Source: an optimization exercise on an open RTL-to-GDS flow (aim: small area, a short achievable clock period and few clock cycles per item). Production flows keep margins and buffers that such runs may drop.
Function was checked by simulation only, so behaviour that the tests miss may differ from the original.

`flow/run.sh`:
```
#!/bin/bash
# synth_recipe.tcl (not shown) runs the flow's synth.tcl, then flattens the netlist and writes it again
# the make line also repeats each setting of config.mk as NAME=value (left out here)
make -C /OpenROAD-flow-scripts/flow DESIGN_CONFIG=/design/flow/config.mk WORK_HOME=/design/flow/orfs CLKGATE_MAP_FILE= SYNTH_SCRIPT=/design/flow/synth_recipe.tcl finish
```
`flow/config.mk`:
```
export PLATFORM = sky130hd
export DESIGN_NAME = gregorian_day_number_convert_top
export DESIGN_NICKNAME = gregorian_day_number_convert_top
export VERILOG_FILES = /design/flow/design.v
export SDC_FILE = /design/flow/constraint.sdc
export NUM_CORES = 4
export LEC_CHECK = 0
export CAP_MARGIN = 20
export CORE_MARGIN = 2
export CORE_UTILIZATION = 40
export SLEW_MARGIN = 20
```
`flow/constraint.sdc`:
```
create_clock -name core_clock -period 9.0 [get_ports {clk}]
set_input_delay 1.8000 -clock core_clock [delete_from_list [all_inputs] [get_ports {clk}]]
set_output_delay 1.8000 -clock core_clock [all_outputs]
set_load 0.01 [all_outputs]
```
`flow/design.v`:
```
package gdn_pkg;
    localparam logic REQ_TO_NUMBER = 1'b0;
    localparam logic REQ_TO_DATE   = 1'b1;
    localparam int NUM_MIN = 306;
    localparam int NUM_MAX = 3652364;
    localparam int DAYS_PER_YEAR = 365;
    localparam int YEAR_MONTH_WRAP = 10;
    localparam int SH25 = 16;
    localparam logic [11:0] REC25 = 12'd2622;
    localparam int NUM_SCALE = 10000;
    localparam int NUM_BIAS = 14780;
    localparam int YEAR_DIV = 3652425;
    localparam int YEAR_SH = 58;
    localparam int REC_SPLIT = 19;
    localparam logic [36:0] YEAR_REC =
        37'(((64'd1 << YEAR_SH) + 64'(YEAR_DIV) - 64'd1) / 64'(YEAR_DIV));
    localparam logic [18:0] YEAR_REC_LO = YEAR_REC[18:0];
    localparam logic [17:0] YEAR_REC_HI = YEAR_REC[36:19];
    localparam int MI_SCALE = 100;
    localparam int MI_BIAS = 52;
    localparam int MI_STEP = 3060;
    localparam int MONTHS = 12;
    function automatic logic [3:0] fwd_month_index(input logic [3:0] month);
        logic [4:0] s;
        s = 5'(month) + 5'd9;
        if (s >= 5'd24)
        begin
            s = s - 5'd24;
        end
        else if (s >= 5'd12)
        begin
            s = s - 5'd12;
        end
        fwd_month_index = s[3:0];
    endfunction
    function automatic logic [8:0] month_offset(input logic [3:0] mi);
        logic [8:0] r;
        case (mi)
            4'd0:    r = 9'd0;
            4'd1:    r = 9'd31;
            4'd2:    r = 9'd61;
            4'd3:    r = 9'd92;
            4'd4:    r = 9'd122;
            4'd5:    r = 9'd153;
            4'd6:    r = 9'd184;
            4'd7:    r = 9'd214;
            4'd8:    r = 9'd245;
            4'd9:    r = 9'd275;
            4'd10:   r = 9'd306;
            4'd11:   r = 9'd337;
            default: r = 9'd0;
        endcase
        month_offset = r;
    endfunction
    function automatic logic [3:0] month_index(input logic [8:0] ddd);
        logic [15:0] t;
        logic [3:0] mi;
        t = 16'(ddd) * 16'(MI_SCALE) + 16'(MI_BIAS);
        mi = 4'd0;
        for (int k = 1; k < MONTHS; k++)
        begin
            if (t >= 16'(MI_STEP * k))
            begin
                mi = mi + 4'd1;
            end
        end
        month_index = mi;
    endfunction
endpackage
module gregorian_day_number_convert_top (
    input  logic         clk,
    input  logic         rst_n,
    input  logic         req_valid,
    output logic         req_ready,
    input  logic         req_type,
    input  logic [13:0]  year_in,
    input  logic [3:0]   month_in,
    input  logic [4:0]   day_in,
    input  logic [21:0]  number_in,
    output logic         rsp_valid,
    input  logic         rsp_ready,
    output logic [21:0]  number_out,
    output logic [13:0]  year_out,
    output logic [3:0]   month_out,
    output logic [4:0]   day_out,
    output logic         range_error
);
    localparam int NSTAGE = 9;
    logic [NSTAGE:1] v_reg;
    logic [NSTAGE:1] en;
    logic        s1_req_reg;
    logic        s1_neg_reg;
    logic [13:0] s1_fy_reg;
    logic [8:0]  s1_mo_reg;
    logic [5:0]  s1_dm_reg;
    logic [21:0] s1_g_reg;
    logic        s1_gbad_reg;
    logic [35:0] s1_n_reg;
    logic        s2_req_reg;
    logic        s2_neg_reg;
    logic [11:0] s2_q4_reg;
    logic [23:0] s2_p25_reg;
    logic [22:0] s2_y365_reg;
    logic [8:0]  s2_mo_reg;
    logic [5:0]  s2_dm_reg;
    logic [21:0] s2_g_reg;
    logic        s2_gbad_reg;
    logic [54:0] s2_pl_reg;
    logic [53:0] s2_ph_reg;
    logic        s3_req_reg;
    logic        s3_neg_reg;
    logic [7:0]  s3_q100_reg;
    logic [23:0] s3_sum_reg;
    logic [13:0] s3_yi_reg;
    logic [21:0] s3_g_reg;
    logic        s3_gbad_reg;
    logic        s4_req_reg;
    logic        s4_ferr_reg;
    logic [21:0] s4_fnum_reg;
    logic [13:0] s4_y_reg;
    logic [11:0] s4_q4_reg;
    logic [23:0] s4_p25_reg;
    logic [22:0] s4_y365_reg;
    logic [21:0] s4_g_reg;
    logic        s4_gbad_reg;
    logic        s5_req_reg;
    logic        s5_ferr_reg;
    logic [21:0] s5_fnum_reg;
    logic [13:0] s5_y_reg;
    logic [7:0]  s5_q100_reg;
    logic [23:0] s5_part_reg;
    logic        s5_leap_reg;
    logic        s5_gbad_reg;
    logic        s6_req_reg;
    logic        s6_ferr_reg;
    logic [21:0] s6_fnum_reg;
    logic [13:0] s6_y_reg;
    logic [11:0] s6_ddd_reg;
    logic        s6_leap_reg;
    logic        s6_gbad_reg;
    logic        s7_req_reg;
    logic        s7_ferr_reg;
    logic [21:0] s7_fnum_reg;
    logic [13:0] s7_y_reg;
    logic [8:0]  s7_ddd_reg;
    logic        s7_gbad_reg;
    logic        s8_req_reg;
    logic        s8_ferr_reg;
    logic [21:0] s8_fnum_reg;
    logic [13:0] s8_y_reg;
    logic [8:0]  s8_ddd_reg;
    logic [3:0]  s8_mi_reg;
    logic        s8_gbad_reg;
    logic [21:0] s9_number_reg;
    logic [13:0] s9_year_reg;
    logic [3:0]  s9_month_reg;
    logic [4:0]  s9_day_reg;
    logic        s9_err_reg;
    logic [3:0]  s1_mi_next;
    logic        s1_wrap_next;
    logic [13:0] s1_fy_next;
    logic [5:0]  s1_dm_next;
    logic        s1_gbad_next;
    logic [23:0] s3_sum_next;
    logic [54:0] s3_prod_next;
    logic [23:0] s4_n_next;
    logic        s4_ferr_next;
    logic [7:0]  s5_q100_next;
    logic        s5_div4_next;
    logic        s5_c100_next;
    logic        s5_leap_next;
    logic [23:0] s6_ddd_next;
    logic [8:0]  s7_ddd_next;
    logic [13:0] s7_y_next;
    logic [8:0]  s9_mo_next;
    logic [8:0]  s9_dd_next;
    logic [3:0]  s9_mm_next;
    logic [13:0] s9_y_next;
    logic        s9_wrap_next;
    always_comb
    begin
        en[NSTAGE] = !v_reg[NSTAGE] || rsp_ready;
        for (int i = NSTAGE - 1; i >= 1; i--)
        begin
            en[i] = !v_reg[i] || en[i + 1];
        end
    end
    assign req_ready = en[1];
    assign rsp_valid = v_reg[NSTAGE];
    assign number_out = s9_number_reg;
    assign year_out = s9_year_reg;
    assign month_out = s9_month_reg;
    assign day_out = s9_day_reg;
    assign range_error = s9_err_reg;
    always_ff @(posedge clk or negedge rst_n)
    begin
        if (!rst_n)
        begin
            v_reg <= '0;
        end
        else
        begin
            if (en[1])
            begin
                v_reg[1] <= req_valid;
            end
            for (int i = 2; i <= NSTAGE; i++)
            begin
                if (en[i])
                begin
                    v_reg[i] <= v_reg[i - 1];
                end
            end
        end
    end
    always_comb
    begin
        s1_mi_next = gdn_pkg::fwd_month_index(month_in);
        s1_wrap_next = (s1_mi_next >= 4'(gdn_pkg::YEAR_MONTH_WRAP));
        s1_fy_next = year_in - 14'(s1_wrap_next);
        s1_dm_next = 6'(day_in) - 6'd1;
        s1_gbad_next = (number_in < 22'(gdn_pkg::NUM_MIN))
                    || (number_in > 22'(gdn_pkg::NUM_MAX));
    end
    always_ff @(posedge clk)
    begin
        if (en[1])
        begin
            s1_req_reg <= req_type;
            s1_neg_reg <= s1_wrap_next && (year_in == 14'd0);
            s1_fy_reg <= s1_fy_next;
            s1_mo_reg <= gdn_pkg::month_offset(s1_mi_next);
            s1_dm_reg <= s1_dm_next;
            s1_g_reg <= number_in;
            s1_gbad_reg <= s1_gbad_next;
            s1_n_reg <= 36'(number_in) * 36'(gdn_pkg::NUM_SCALE)
                      + 36'(gdn_pkg::NUM_BIAS);
        end
    end
    always_ff @(posedge clk)
    begin
        if (en[2])
        begin
            s2_req_reg <= s1_req_reg;
            s2_neg_reg <= s1_neg_reg;
            s2_q4_reg <= s1_fy_reg[13:2];
            s2_p25_reg <= 24'(s1_fy_reg[13:2]) * 24'(gdn_pkg::REC25);
            s2_y365_reg <= 23'(s1_fy_reg) * 23'(gdn_pkg::DAYS_PER_YEAR);
            s2_mo_reg <= s1_mo_reg;
            s2_dm_reg <= s1_dm_reg;
            s2_g_reg <= s1_g_reg;
            s2_gbad_reg <= s1_gbad_reg;
            s2_pl_reg <= 55'(s1_n_reg) * 55'(gdn_pkg::YEAR_REC_LO);
            s2_ph_reg <= 54'(s1_n_reg) * 54'(gdn_pkg::YEAR_REC_HI);
        end
    end
    always_comb
    begin
        s3_sum_next = 24'(s2_y365_reg) + 24'(s2_q4_reg) + 24'(s2_mo_reg)
                    + {{18{s2_dm_reg[5]}}, s2_dm_reg};
        s3_prod_next = 55'(s2_ph_reg) + 55'(s2_pl_reg[54:gdn_pkg::REC_SPLIT]);
    end
    always_ff @(posedge clk)
    begin
        if (en[3])
        begin
            s3_req_reg <= s2_req_reg;
            s3_neg_reg <= s2_neg_reg;
            s3_q100_reg <= s2_p25_reg[23:gdn_pkg::SH25];
            s3_sum_reg <= s3_sum_next;
            s3_yi_reg <= s3_prod_next[gdn_pkg::YEAR_SH - gdn_pkg::REC_SPLIT +: 14];
            s3_g_reg <= s2_g_reg;
            s3_gbad_reg <= s2_gbad_reg;
        end
    end
    always_comb
    begin
        s4_n_next = s3_sum_reg - 24'(s3_q100_reg) + 24'(s3_q100_reg[7:2]);
        s4_ferr_next = s3_neg_reg || s4_n_next[23]
                    || (s4_n_next[22:0] < 23'(gdn_pkg::NUM_MIN))
                    || (s4_n_next[22:0] > 23'(gdn_pkg::NUM_MAX));
    end
    always_ff @(posedge clk)
    begin
        if (en[4])
        begin
            s4_req_reg <= s3_req_reg;
            s4_ferr_reg <= s4_ferr_next;
            s4_fnum_reg <= s4_ferr_next ? 22'd0 : s4_n_next[21:0];
            s4_y_reg <= s3_yi_reg;
            s4_q4_reg <= s3_yi_reg[13:2];
            s4_p25_reg <= 24'(s3_yi_reg[13:2]) * 24'(gdn_pkg::REC25);
            s4_y365_reg <= 23'(s3_yi_reg) * 23'(gdn_pkg::DAYS_PER_YEAR);
            s4_g_reg <= s3_g_reg;
            s4_gbad_reg <= s3_gbad_reg;
        end
    end
    always_comb
    begin
        s5_q100_next = s4_p25_reg[23:gdn_pkg::SH25];
        s5_div4_next = (s4_y_reg[1:0] == 2'd0);
        s5_c100_next = s5_div4_next && (s4_q4_reg == 12'(s5_q100_next) * 12'd25);
        s5_leap_next = s5_div4_next && (!s5_c100_next || (s5_q100_next[1:0] == 2'd0));
    end
    always_ff @(posedge clk)
    begin
        if (en[5])
        begin
            s5_req_reg <= s4_req_reg;
            s5_ferr_reg <= s4_ferr_reg;
            s5_fnum_reg <= s4_fnum_reg;
            s5_y_reg <= s4_y_reg;
            s5_q100_reg <= s5_q100_next;
            s5_part_reg <= 24'(s4_g_reg) - 24'(s4_y365_reg) - 24'(s4_q4_reg);
            s5_leap_reg <= s5_leap_next;
            s5_gbad_reg <= s4_gbad_reg;
        end
    end
    always_comb
    begin
        s6_ddd_next = s5_part_reg + 24'(s5_q100_reg) - 24'(s5_q100_reg[7:2]);
    end
    always_ff @(posedge clk)
    begin
        if (en[6])
        begin
            s6_req_reg <= s5_req_reg;
            s6_ferr_reg <= s5_ferr_reg;
            s6_fnum_reg <= s5_fnum_reg;
            s6_y_reg <= s5_y_reg;
            s6_ddd_reg <= s6_ddd_next[11:0];
            s6_leap_reg <= s5_leap_reg;
            s6_gbad_reg <= s5_gbad_reg;
        end
    end
    always_comb
    begin
        if (s6_ddd_reg[11])
        begin
            s7_ddd_next = s6_ddd_reg[8:0] + 9'(gdn_pkg::DAYS_PER_YEAR) + 9'(s6_leap_reg);
            s7_y_next = s6_y_reg - 14'd1;
        end
        else
        begin
            s7_ddd_next = s6_ddd_reg[8:0];
            s7_y_next = s6_y_reg;
        end
    end
    always_ff @(posedge clk)
    begin
        if (en[7])
        begin
            s7_req_reg <= s6_req_reg;
            s7_ferr_reg <= s6_ferr_reg;
            s7_fnum_reg <= s6_fnum_reg;
            s7_y_reg <= s7_y_next;
            s7_ddd_reg <= s7_ddd_next;
            s7_gbad_reg <= s6_gbad_reg;
        end
    end
    always_ff @(posedge clk)
    begin
        if (en[8])
        begin
            s8_req_reg <= s7_req_reg;
            s8_ferr_reg <= s7_ferr_reg;
            s8_fnum_reg <= s7_fnum_reg;
            s8_y_reg <= s7_y_reg;
            s8_ddd_reg <= s7_ddd_reg;
            s8_mi_reg <= gdn_pkg::month_index(s7_ddd_reg);
            s8_gbad_reg <= s7_gbad_reg;
        end
    end
    always_comb
    begin
        s9_mo_next = gdn_pkg::month_offset(s8_mi_reg);
        s9_dd_next = s8_ddd_reg - s9_mo_next + 9'd1;
        s9_wrap_next = (s8_mi_reg >= 4'(gdn_pkg::YEAR_MONTH_WRAP));
        s9_mm_next = s9_wrap_next ? s8_mi_reg - 4'd9 : s8_mi_reg + 4'd3;
        s9_y_next = s8_y_reg + 14'(s9_wrap_next);
    end
    always_ff @(posedge clk)
    begin
        if (en[9])
        begin
            if (s8_req_reg == gdn_pkg::REQ_TO_NUMBER)
            begin
                s9_number_reg <= s8_fnum_reg;
                s9_year_reg <= 14'd0;
                s9_month_reg <= 4'd0;
                s9_day_reg <= 5'd0;
                s9_err_reg <= s8_ferr_reg;
            end
            else if (s8_gbad_reg)
            begin
                s9_number_reg <= 22'd0;
                s9_year_reg <= 14'd0;
                s9_month_reg <= 4'd0;
                s9_day_reg <= 5'd0;
                s9_err_reg <= 1'b1;
            end
            else
            begin
                s9_number_reg <= 22'd0;
                s9_year_reg <= s9_y_next;
                s9_month_reg <= s9_mm_next;
                s9_day_reg <= s9_dd_next[4:0];
                s9_err_reg <= 1'b0;
            end
        end
    end
endmodule
```
==> parameters.txt <==
Parameter                              Value

Placed design
  Placed wire-length estimate after detailed placement ... 97000 µm
  Final weighted congestion of routability-driven global placement ... 0.885
  Instance count after placement with tap cells included ... 7068
  Count of port buffers added during placement ... 97
  Setup WS pre-CTS ... -0.0811 ns

GRT
  Wire length of the first global-routing pass ... 193000 µm
  Met1 GRT Util ... 22.7%
  Antenna violations before repair ... 6
  Met2 Usage GRT ... 26.1%
  Pin count of the biggest net entering global routing ... 95
  Overall track demand over capacity in global routing ... 16.3%
  Global route hottest layer ... met2
  Final global-route overflow total ... 0
  Via count of the first global-routing pass ... 36700
  Met3 GRT Util ... 2.98%

Timing
  Crit path setup slack, layout ... 0.365 ns
  Post-route clock period utilization ... 95.9%
  Max_slew headroom ... 36.4%
  Final max-slew violation count ... 0
  Max frequency ... 116 MHz
  Final Setup Violations ... 0
  Transition at the pin with the smallest max-transition slack ... 0.943 ns
  Clock period minus final worst setup slack ... 8.64 ns
  Count of final hold-check violations ... 0
  Setup skew after layout ... 0.0210 ns

Die
  Starting Density ... 40.2%
  Total I/O pin count ... 98
  Chip height ... 386 µm
  Core Box Area ... 145000 µm²
  Row count ... 140
  Die X ... 386 µm
  Die area ... 149000 µm²

Detailed routing
  Count of unresolved DRC violations after routing ... 0
  Total iterations of the first detailed-routing run ... 7
  Detailed Route WL ... 117000 µm
  Vias ... 35000
  Count of routing violations after the opening detailed-route iteration ... 1669
  Remaining number of nets flagged by the antenna check after routing ... 0
  Vias per cell ... 4.84
  Wire length per cell after detailed routing ... 16.2 µm

Cells and area
  Number of non-filler instances in the completed layout ... 7227
  Filler cell count ... 13400
  Nets@finish ... 6867
  Max reg flops ... 48
  Share of post-route cells with drive strength above 1 ... 5.63%
  Total area of multi-input combinational cells ... 36000 µm²
  Register area ... 18600 µm²
  Synthesis-to-layout area growth ... 11.4%

Setup path
  R2r setup slk ... 0.36 ns
  Gate family responsible for the most delay along the worst path ... adder cells
  Endpoint required time on the critical path ... 9.56 ns
  Critical-path cell with the highest stage delay ... sky130_fd_sc_hd__fa_1
  Number of cell instances on the worst register-to-register path ... 43
  Critical Path End Type ... flop
  Critical path's largest stage delay ... 0.50 ns
  Arrival @ worst endpoint ... 9.20 ns
  Top fanout value on the critical path ... 7
  Reg-to-reg endpoint ... s9_mo_next[1]
  Cell repeated most along the worst path ... sky130_fd_sc_hd__ha_1
  Crit. Startpoint ... s7_ddd_reg[1]
  CP Class ... reg -> reg
  Critical Path Source Type ... flop
  Count of buffer and inverter cells on the critical path ... 8
  Startpoint of the lowest-slack register-to-register path ... s7_ddd_reg[1]

CTS
  Maximum level of the CTS H-tree ... 3
  Sinks on Clock Net ... 621
  Count of hold-fix buffers inserted at cts ... 0
  Clk pin slew, worst setup/hold paths ... 0.06 ns
  Number of buffers on the longest clock path ... 3
  Cts bufs inserted ... 74
  Worst-skew pair later-pin latency ... 0.65 ns
  Clock tree from TritonCTS ... yes
  Root cell of the clock tree ... sky130_fd_sc_hd__clkbuf_16

Hold path
  Cell depth of the worst hold path ... 0
  Launch instance of the worst min-delay path ... s6_fnum_reg[20]
  Class of the tightest hold or removal check ... reg -> reg
  Min-Delay Endpoint ... s7_fnum_reg[20]

Synth
  Main area contributors after synthesis ... sky130_fd_sc_hd__edfxtp_1, sky130_fd_sc_hd__fa_1, sky130_fd_sc_hd__ha_1
  Dominant cell type by area after synthesis ... sky130_fd_sc_hd__edfxtp_1
  Number of distinct library cells after synthesis ... 88
  Netlist area before placement ... 58400 µm²
  Commonest register cell after synthesis ... sky130_fd_sc_hd__edfxtp_1
  Cells after Synth ... 5027
  Post-synthesis area per instance ... 11.6 µm²
  Synth Register Bits ... 621
  Fraction of the yosys area taken by sequential cells ... 31.8%
  Number of enable-type register cells in the synthesized netlist ... 607
  Synth top cells by count ... sky130_fd_sc_hd__inv_1, sky130_fd_sc_hd__ha_1, sky130_fd_sc_hd__fa_1
  Most frequent cell after synthesis ... sky130_fd_sc_hd__inv_1
  Synth async-reset ratio ... 1.45%
  Post-synthesis net count ... 6644
  Synthesis warning total ... 1
  Area share of the leading cell type in the synthesized netlist ... 31.2%

Job
  Number of max-capacitance violations reported ... 0

Outcome
  Result of the run ... no timing/DRC/antenna violations
## area by class of cell
| type | count | share of cell area, % |
|---|---|---|
| Antenna cell | 1 | 0.00384 |
| Clock buffer | 92 | 2.95 |
| Clock inverter | 43 | 0.750 |
| Tap cell | 1917 | 3.68 |
| Multi-Input combinational cell | 3260 | 55.3 |
| Inverter | 1122 | 6.47 |
| Timing Repair Buffer | 171 | 2.36 |
| Sequential cell | 621 | 28.5 |
## layout by cell type, fill, tap and decap left out, types with 18 or more instances in the layout
cell type,count
sky130_fd_sc_hd__a21oi_1,178
sky130_fd_sc_hd__nor3_1,45
sky130_fd_sc_hd__o21a_1,42
sky130_fd_sc_hd__a21boi_0,18
sky130_fd_sc_hd__o21ai_0,120
sky130_fd_sc_hd__a21o_1,89
sky130_fd_sc_hd__nor2b_1,53
sky130_fd_sc_hd__and3_1,24
sky130_fd_sc_hd__nand2b_1,42
sky130_fd_sc_hd__nand2_1,133
sky130_fd_sc_hd__clkbuf_16,74
sky130_fd_sc_hd__clkbuf_1,18
sky130_fd_sc_hd__or3_1,26
sky130_fd_sc_hd__xor2_1,93
sky130_fd_sc_hd__fa_1,665
sky130_fd_sc_hd__xnor2_1,234
sky130_fd_sc_hd__ha_1,892
sky130_fd_sc_hd__nand4_1,22
sky130_fd_sc_hd__o21bai_1,21
sky130_fd_sc_hd__edfxtp_1,607
sky130_fd_sc_hd__a31oi_1,20
sky130_fd_sc_hd__and2_1,18
sky130_fd_sc_hd__inv_1,1116
sky130_fd_sc_hd__buf_4,71
sky130_fd_sc_hd__nand3_1,54
sky130_fd_sc_hd__clkdlybuf4s50_1,97
sky130_fd_sc_hd__nor2_1,183
sky130_fd_sc_hd__or2_2,22
## layer usage
metal	routed length, µm	vias to the layer above
li1	-	17100
met1	55200	17100
met2	53600	616
met3	5720	152
met4	2630	2
met5	126	-
## timing repair
action                                 4_1_cts  5_1_grt
setup buffers                                1       22
endpoints found under the hold margin        0        0
pin swaps                                    0       37
gates resized for setup                      8       75
setup endpoints to repair                    4        6
## kinds of logic (layout without fill, tap and decap cells)
| group | after synthesis | count (layout) | synth area share (%) |
|---|---|---|---|
| adders and majority gates | 1567 | 1567 | 42.1 |
| buffers and inverters | 1146 | 1428 | 7.39 |
| and+or+nand+nor | 704 | 704 | 6.09 |
| AOI/OAI and AO/OA | 638 | 638 | 7.18 |
| DFF | 621 | 621 | 31.8 |
| xor gates and xnor gates | 339 | 339 | 5.24 |
| muxes | 12 | 12 | 0.238 |
| other | 0 | 1 | 0 |
## stage by stage
step,cell area (µm²),utilization (%),hold slack (ns),TNS (ns)
5_1_grt,65100,44.8,0.412,-0.119
3_3_place_gp,62100,42.7,0.402,0
6_report,65100,44.8,0.414,0
3_5_place_dp,62100,42.7,0.405,-0.104
2_1_floorplan,58400,-,0.400,0
4_1_cts,64600,44.4,0.404,0
## worst max path at each step
| stage | end | slack [ns] | cells past startpoint |
|---|---|---|---|
| after floorplan | s9_mo_next[0] | 0.17 | 46 |
| after global placement | s9_mo_next[1] | 0.16 | 45 |
| after detailed placement | s9_mo_next[1] | -0.08 | 40 |
| after CTS | s9_mo_next[1] | 0.006 | 44 |
| after global routing | s9_mo_next[1] | -0.07 | 46 |
| final | s9_mo_next[1] | 0.36 | 43 |
Testbench counts, summed over its fixed seeds: cycles 12,072, items 12,000.

-- separate check: timing with driven ports --
How much do the figures lean on ideal ports? The routed layout below was timed once more, with nothing changed but the port constraints. Step 1 sets driving cells, clkbuf_16 on the clock port and buf_2 on the other inputs (assumed; they add their load-dependent delay and slew). Step 2, shift: input delay + t, output delay - t, t = (earliest + latest rising clock arrival at the registers) / 2. This alone moves slack from input paths to output paths. Slacks: ideal / step 1 / step 2; pairs: ideal / step 1.
shift t [ns]: 0.706
setup slack, ns: 0.365 / 0.365 / 0.365
pins driven straight from the clock port: 1
After both steps setup and hold are still met in this run. The setup slack of this run moves by 0.000 ns with the drivers and by 0.000 ns with both steps.
